Source: an optimization exercise on an open RTL-to-GDS flow (aim: small area, a short achievable clock period and few clock cycles per item). Production flows keep margins and buffers that such runs may drop. In this exercise RTL edits were held to simulation tests only and were not proved equivalent to the original.

==> flow/design.v <==
package vapi_pkg;
  localparam int CordicSteps = 24;
  localparam int StepW = $clog2(CordicSteps + 1);
  localparam logic signed [31:0] CordicGainQ30 = 32'sd652032874;
  localparam logic [31:0] InvTwoPiQ32 = 32'd683565276;
  localparam logic [15:0] MinTurnRadiusReset = 16'd914;
  typedef enum logic [1:0] {
    CMD_MOVE  = 2'd0,
    CMD_STEER = 2'd1,
    CMD_LOAD  = 2'd2,
    CMD_NONE  = 2'd3
  } cmd_t;
  function automatic logic [31:0] atan_bam(input logic [4:0] i);
    logic [31:0] r;
    unique case (i)
      5'd0: r = 32'h20000000;  5'd1: r = 32'h12E4051E;  5'd2: r = 32'h09FB385B;
      5'd3: r = 32'h051111D4;  5'd4: r = 32'h028B0D43;  5'd5: r = 32'h0145D7E1;
      5'd6: r = 32'h00A2F61E;  5'd7: r = 32'h00517C55;  5'd8: r = 32'h0028BE53;
      5'd9: r = 32'h00145F2F;  5'd10: r = 32'h000A2F98; 5'd11: r = 32'h000517CC;
      5'd12: r = 32'h00028BE6; 5'd13: r = 32'h000145F3; 5'd14: r = 32'h0000A2FA;
      5'd15: r = 32'h0000517D; 5'd16: r = 32'h000028BE; 5'd17: r = 32'h0000145F;
      5'd18: r = 32'h00000A30; 5'd19: r = 32'h00000518; 5'd20: r = 32'h0000028C;
      5'd21: r = 32'h00000146; 5'd22: r = 32'h000000A3; 5'd23: r = 32'h00000051;
      5'd24: r = 32'h00000029; 5'd25: r = 32'h00000014; 5'd26: r = 32'h0000000A;
      5'd27: r = 32'h00000005; 5'd28: r = 32'h00000003; 5'd29: r = 32'h00000001;
      5'd30: r = 32'h00000001; default: r = 32'h00000000;
    endcase
    atan_bam = r;
  endfunction
endpackage
module vehicle_arc_pose_integrator (
  input  logic         clk,
  input  logic         rst,
  input  logic         cfg_we,
  input  logic [15:0]  cfg_wdata,
  input  logic         s_tvalid,
  output logic         s_tready,
  input  logic [151:0] s_tdata,
  output logic         m_tvalid,
  input  logic         m_tready,
  output logic [143:0] m_tdata
);
  typedef enum logic [3:0] {
    S_IDLE, S_DIV, S_DIVEND, S_TURN, S_COR, S_CORDONE, S_MUL0, S_MUL1, S_POS, S_OUT
  } state_t;
  state_t state;
  logic [15:0] min_turn_radius;
  logic signed [31:0] x_position, y_position, r_reg;
  logic [31:0] heading_angle;
  logic signed [15:0] steer_amount;
  logic mode_steer, arc, second;
  logic signed [31:0] travel;
  logic [63:0] quo;
  logic [64:0] rem;
  logic [31:0] dvs;
  logic neg_q;
  logic [6:0] dcnt;
  logic signed [33:0] cx, cy;
  logic signed [33:0] cz;
  logic flip;
  logic [vapi_pkg::StepW-1:0] ci;
  logic signed [33:0] c0, s0, c1, s1;
  logic signed [63:0] prod;
  logic [1:0] mstep;
  logic signed [63:0] acc_a;
  logic [64:0] rem_sh;
  logic [64:0] rem_sub;
  always_comb begin
    rem_sh = {rem[63:0], quo[63]};
    rem_sub = rem_sh - {33'd0, dvs};
  end
  logic signed [33:0] xs, ys, atv;
  always_comb begin
    xs = cx >>> ci;
    ys = cy >>> ci;
    atv = $signed({2'b00, vapi_pkg::atan_bam(5'(ci))});
  end
  logic signed [33:0] mul_a;
  logic signed [31:0] mul_b;
  always_comb begin
    mul_a = '0; mul_b = '0;
    unique case (mstep)
      2'd0: begin mul_a = arc ? (s1 - s0) : c0; mul_b = arc ? r_reg : travel; end
      2'd1: begin mul_a = arc ? (c0 - c1) : s0; mul_b = arc ? r_reg : travel; end
      default: begin mul_a = '0; mul_b = '0; end
    endcase
  end
  function automatic logic signed [31:0] sat32(input logic signed [65:0] v);
    if (v > 66'sd2147483647) sat32 = 32'sh7fffffff;
    else if (v < -66'sd2147483648) sat32 = 32'sh80000000;
    else sat32 = v[31:0];
  endfunction
  logic [63:0] mag;
  assign s_tready = (state == S_IDLE) && !m_tvalid;
  assign m_tdata = {r_reg, steer_amount, heading_angle, y_position, x_position};
  always_ff @(posedge clk) begin
    if (rst) begin
      state <= S_IDLE; m_tvalid <= 1'b0; min_turn_radius <= vapi_pkg::MinTurnRadiusReset;
      x_position <= '0; y_position <= '0; heading_angle <= '0;
      steer_amount <= '0; r_reg <= '0;
    end else begin
      if (cfg_we) min_turn_radius <= cfg_wdata;
      if (m_tvalid && m_tready) m_tvalid <= 1'b0;
      unique case (state)
        S_IDLE: if (s_tvalid && s_tready) begin
          travel <= 32'($signed(s_tdata[33:18]) * $signed({1'b0, s_tdata[49:34]}));
          second <= 1'b0;
          unique case (s_tdata[1:0])
            vapi_pkg::CMD_STEER: begin
              logic signed [15:0] sv;
              sv = $signed(s_tdata[17:2]);
              if (sv > 16'sd16384) sv = 16'sd16384;
              if (sv < -16'sd16384) sv = -16'sd16384;
              steer_amount <= sv;
              mode_steer <= 1'b1;
              if (sv == 0) begin
                r_reg <= '0; m_tvalid <= 1'b1;
              end else begin
                quo <= {26'd0, min_turn_radius, 22'd0};
                dvs <= 32'(sv < 0 ? -sv : sv);
                neg_q <= sv < 0; rem <= '0; dcnt <= '0; state <= S_DIV;
              end
            end
            vapi_pkg::CMD_MOVE: begin
              logic signed [33:0] z;
              mode_steer <= 1'b0;
              arc <= (steer_amount != 0) && (r_reg != 0);
              cx <= 34'(vapi_pkg::CordicGainQ30); cy <= '0; ci <= '0;
              state <= S_COR;
              z = $signed({{2{heading_angle[31]}}, heading_angle});
              if (z > 34'sd1073741824) begin
                cz <= z - 34'sd2147483648; flip <= 1'b1;
              end else if (z < -34'sd1073741824) begin
                cz <= z + 34'sd2147483648; flip <= 1'b1;
              end else begin
                cz <= z; flip <= 1'b0;
              end
            end
            vapi_pkg::CMD_LOAD: begin
              x_position <= $signed(s_tdata[81:50]);
              y_position <= $signed(s_tdata[113:82]);
              heading_angle <= s_tdata[145:114];
              m_tvalid <= 1'b1;
            end
            default: m_tvalid <= 1'b1;
          endcase
        end
        S_DIV: begin
          if (!rem_sub[64]) begin
            rem <= rem_sub; quo <= {quo[62:0], 1'b1};
          end else begin
            rem <= rem_sh; quo <= {quo[62:0], 1'b0};
          end
          dcnt <= dcnt + 7'd1;
          if (dcnt == 7'd63) state <= S_DIVEND;
        end
        S_DIVEND: begin
          if (mode_steer) begin
            r_reg <= sat32(neg_q ? -$signed({2'b00, quo}) : $signed({2'b00, quo}));
            m_tvalid <= 1'b1; state <= S_IDLE;
          end else begin
            mag <= quo; state <= S_TURN;
          end
        end
        S_TURN: begin
          logic [63:0] tlo, thi;
          logic [31:0] turn, h;
          logic signed [33:0] z;
          tlo = 64'(mag[31:0]) * 64'(vapi_pkg::InvTwoPiQ32);
          thi = 64'(mag[63:32]) * 64'(vapi_pkg::InvTwoPiQ32);
          turn = thi[31:0] + tlo[63:32];
          if (neg_q) turn = 32'd0 - turn;
          heading_angle <= heading_angle + turn;
          h = heading_angle + turn;
          z = $signed({{2{h[31]}}, h});
          if (z > 34'sd1073741824) begin
            cz <= z - 34'sd2147483648; flip <= 1'b1;
          end else if (z < -34'sd1073741824) begin
            cz <= z + 34'sd2147483648; flip <= 1'b1;
          end else begin
            cz <= z; flip <= 1'b0;
          end
          cx <= 34'(vapi_pkg::CordicGainQ30); cy <= '0; ci <= '0; second <= 1'b1;
          state <= S_COR;
        end
        S_COR: begin
          if (cz >= 0) begin
            cx <= cx - ys; cy <= cy + xs; cz <= cz - atv;
          end else begin
            cx <= cx + ys; cy <= cy - xs; cz <= cz + atv;
          end
          ci <= ci + 1'b1;
          if (ci == vapi_pkg::StepW'(vapi_pkg::CordicSteps - 1)) state <= S_CORDONE;
        end
        S_CORDONE: begin
          if (!second) begin
            c0 <= flip ? -cx : cx; s0 <= flip ? -cy : cy;
            if (arc) begin
              quo <= 64'(travel < 0 ? -travel : travel) << 24;
              dvs <= 32'(r_reg < 0 ? -r_reg : r_reg);
              neg_q <= (travel < 0) != (r_reg < 0);
              rem <= '0; dcnt <= '0; state <= S_DIV;
            end else begin
              mstep <= 2'd0; state <= S_MUL0;
            end
          end else begin
            c1 <= flip ? -cx : cx; s1 <= flip ? -cy : cy;
            mstep <= 2'd0; state <= S_MUL0;
          end
        end
        S_MUL0: begin
          prod <= 64'(mul_a * mul_b); mstep <= 2'd1; state <= S_MUL1;
        end
        S_MUL1: begin
          acc_a <= prod; prod <= 64'(mul_a * mul_b); state <= S_POS;
        end
        S_POS: begin
          if (arc) begin
            x_position <= sat32(66'(x_position) + 66'(acc_a >>> 30));
            y_position <= sat32(66'(y_position) + 66'(prod >>> 30));
          end else begin
            x_position <= sat32(66'(x_position) + 66'(acc_a >>> 38));
            y_position <= sat32(66'(y_position) + 66'(prod >>> 38));
          end
          state <= S_OUT;
        end
        S_OUT: begin
          m_tvalid <= 1'b1; state <= S_IDLE;
        end
        default: state <= S_IDLE;
      endcase
    end
  end
endmodule
==> flow/run.sh <==
#!/bin/bash
# synth_recipe.tcl (not shown) runs the flow's synth.tcl, then flattens the netlist and writes it again
# the make line also repeats each setting of config.mk as NAME=value (left out here)
make -C /OpenROAD-flow-scripts/flow DESIGN_CONFIG=/design/flow/config.mk WORK_HOME=/design/flow/orfs CLKGATE_MAP_FILE= SYNTH_SCRIPT=/design/flow/synth_recipe.tcl finish
==> flow/config.mk <==
export PLATFORM = sky130hd
export DESIGN_NAME = vehicle_arc_pose_integrator
export DESIGN_NICKNAME = vehicle_arc_pose_integrator
export VERILOG_FILES = /design/flow/design.v
export SDC_FILE = /design/flow/constraint.sdc
export NUM_CORES = 4
export LEC_CHECK = 0
export CAP_MARGIN = 20
export CORE_MARGIN = 2
export CORE_UTILIZATION = 40
export SLEW_MARGIN = 20
==> flow/constraint.sdc <==
create_clock -name core_clock -period 13.5 [get_ports {clk}]
set_input_delay 2.7000 -clock core_clock [delete_from_list [all_inputs] [get_ports {clk}]]
set_output_delay 2.7000 -clock core_clock [all_outputs]
set_load 0.01 [all_outputs]
==> reports/metrics.yaml <==
worst_setup_path:
  crit_path_top_delay_cell: "mux4_2"
  worstPathArrival_ps: 13500
  critPathKind: "reg -> reg"
  required_ps: 14070
  critical_path.max_stage_delay_ps: 710
  cp-start-kind: "flip-flop"
  reg2reg_to: "prod[63]"
  r2r_start: "c0[0]"
  crit_path_max_fanout: 6
  worstSetupEndpointType: "flip-flop"
  cp_common_cell: "fa_1"
  rrSetupSlack_ps: 570
  reg2reg_depth: 45
finish:
  fill_cells: 31027
  nets: 17404
  final_cell_area_um2: 140000
  stdcell_count: 18446
  reg_top3: "quo (64), rem (64), mag (62)"
  area_delta_synth_final_pct: 9.20
  drive_above_1_share_pct: 5.10
floorplan:
  fp.dieH_um: 570
  die_w_um: 570
  ios: 319
  core-area_um2: 318000
  die-area_um2: 325000
  floorplan.initialDensity_pct: 40.2
  rows: 207
logic_synthesis:
  synth-simple-area-share_pct: 13.3
  ys_top_cells_by_area: "fa_1 (29%), edfxtp_1 (14%), ha_1 (12%), inv_1 (7.5%), nand2_1 (5.0%)"
  synth-adder-area-share_pct: 40.8
  syn_nets: 17265
  synth_cells: 14036
  synth_top_area_share_pct: 29.0
  ys_seq_area_share_pct: 16.6
  async_flop_share_pct: 0
  synth_seq_cells: 773
  synth_flop_cell: "edfxtp_1"
  synthMuxAreaShare_pct: 2.95
  ys_types: 102
  yosys.area_share.xor_xnor_pct: 5.45
  yosysWarnings: 1
  syn_avg_cell_area_um2: 9.12
  synth_compound_area_share_pct: 11.7
  synth_top_family_by_area: "adder cells"
  syn_area_um2: 128000
  synth_top_cell_by_area: "fa_1"
  synth_edf_count: 578
min_path:
  min_path_type: "reg -> reg"
  holdPathEnd: "steer_amount[12]"
  worstHoldPathCells: 2
  min_from: "steer_amount[12]"
detailed_routing:
  first_pass_iters: 6
  antenna_left: 0
  vias_per_cell: 5.43
  drt_iter0_drc: 8443
  drc: 0
  vias: 100171
  wirelength_um: 396000
  detail_route.wl_per_cell_um: 21.5
timing:
  fmaxAchievable_ghz: 0.0773
  period_needed_ps: 12930
  setup_ws_ps: 571
  tightest_slew_ps: 1120
  finalSetupViolCount: 0
  rsz0062_at_grt: "no"
  min_period_over_period_pct: 95.8
  finalSetupTns_ps: 0
  relSlewSlack_pct: 24.1
  finalMaxSlewViolations: 0
  final.setup_skew_ps: 38.9
  hold_violations: 0
place:
  place_inst: 18256
  place_congestion: 0.950
  numPortBuffers: 312
  hpwl_um: 322000
  post-place-ws_ps: 371
  placed_area_um2: 136000
global_route:
  grt-ovfl-total: 0
  antenna_found_initial: 35
  grt_pass1_wl_um: 611000
  grt.total_usage_pct: 24.5
  grt_max_degree: 120
  grt_pass1_vias: 100490
cts:
  path_clk_slew_ps: 80
  cts.htree.levels: 3
  cts_sinks: 773
  clk_latency_ps: 740
  holdBufCountCts: 0
  tritoncts.num_buffers: 91
  cts_root_buf: "clkbuf_16"
  cts_buffer_depth: 3
  tritoncts: "yes"
job:
  cap_violations: 0
run_status:
  status: "finished clean"
==> worst max path at each step <==
stage                      startpoint  endpoint  slack, ps
after global routing          mag[12]      flip          5
after floorplan           s_tdata[10]   dcnt[0]        850
after detailed placement      mag[12]    cz[33]        370
final                           c0[0]  prod[63]        570
after CTS                     mag[12]    cz[33]        260
after global placement        mag[12]    cz[33]        340
==> through the flow <==
stage	hold WS, ps	utilization, %
2_1_floorplan	424	-
3_3_place_gp	468	42.9
3_5_place_dp	476	42.9
4_1_cts	485	43.8
5_1_grt	508	43.9
6_report	486	43.9
==> critical path, delay by kind of cell, from the launching register on <==
kind,cells,cell delay (ps)
fa+ha+maj,11,5140
compound gates,18,4470
buf+inv,11,1130
mux,1,710
simple gates,2,510
xor+xnor,2,400
flops,1,370
==> layout by cell type, fill, tap and decap left out, drive strengths merged, types with 195 or more instances in the layout <==
master         synthesis  final
nand2               1707   1707
a21o                 248    248
a21oi                654    654
inv                 2555   2569
buf                   65    257
ha                  1199   1199
dfxtp                195    195
and2                 224    224
nor2                 759    759
edfxtp               578    578
xor2                 296    296
o21ai                562    562
xnor2                500    500
fa                  1857   1857
clkdlybuf4s50          0    311
==> timing repair <==
item                       in CTS  in global routing
gates resized for setup         0                 25
setup endpoints to repair       0                 10
buffers inserted                0                  5
==> synth_stat cells, types with 29 or more instances <==
cell	count
nand2b_1	167
inv_1	2553
and3_1	110
a21oi_1	654
nand3_1	159
o22ai_1	30
o31ai_1	108
a22oi_1	30
xnor2_1	500
or2_2	51
a31oi_1	78
buf_1	31
nand2_1	1707
dfxtp_1	195
and2_1	222
o21ai_0	548
or3_1	87
mux2i_1	86
o41ai_1	36
nor2b_1	109
o211ai_1	35
ha_1	1199
fa_1	1857
nor4_1	58
mux2_2	60
clkbuf_1	457
a21o_1	248
nor3_1	133
a211oi_1	104
o21bai_1	76
mux4_2	88
o21a_1	109
a211o_1	29
nand4_1	42
xor2_1	296
edfxtp_1	578
or4_1	43
nor2_1	759
==> kinds of logic after synthesis <==
| logic type | count (synthesis) |
|---|---|
| multiplexers | 244 |
| buffers and inverters | 3080 |
| adder cells (fa/ha/maj) | 3057 |
| flip-flops | 773 |
| AO/OA/AOI/OAI | 2357 |
| AND/OR/NAND/NOR | 3729 |
| XOR/XNOR | 796 |
==> per-layer routing <==
metal | share of wire, % | GRT usage (%) | routed length (um)
met1 | 43 | 33.5 | 170000
met2 | 46 | 39.3 | 181000
met3 | 8.3 | 4.93 | 33000
met4 | 3.0 | 6.89 | 11800
met5 | 0.017 | 0 | 69
==> layout make-up <==
cell class | count | area (um2) | area share [%]
antenna | 14 | 35.0 | 0.0251
clock buffer | 117 | 2610 | 1.87
clock inverter | 53 | 517 | 0.370
inverter | 2558 | 9610 | 6.87
multi-input combinational | 10183 | 95400 | 68.3
sequential | 773 | 21300 | 15.2
tap | 4180 | 5230 | 3.74
timing repair buffer | 568 | 5090 | 3.64
Testbench counts, summed over its fixed seeds: cycles 775,721, items 9,600.

==> re-timing with driven ports <==
The results above use ideal ports. As a check the final layout listed here was re-extracted and re-timed, cells and wires unchanged.
Step 1 sets driving cells, clkbuf_16 on the clock port and buf_2 on the other inputs (assumed; they add their load-dependent delay and slew).
Step 2 times the ports against the registers' clock, not the clock port: input delays grow and output delays shrink by t, the midpoint of the rising clock arrivals with the driver on.
a / b / c = no drivers / after step 1 / after step 2; a / b = the first two.
t (ns): 0.806
slack for setup (ns): 0.571 / 0.571 / 0.571
worst setup path after step 2: register to register
worst register clock-pin slew, ns: 0.08 / 0.08
After both steps this run still meets setup and hold. For this run, drivers alone change the setup slack by 0.000 ns; drivers and shift together by 0.000 ns.
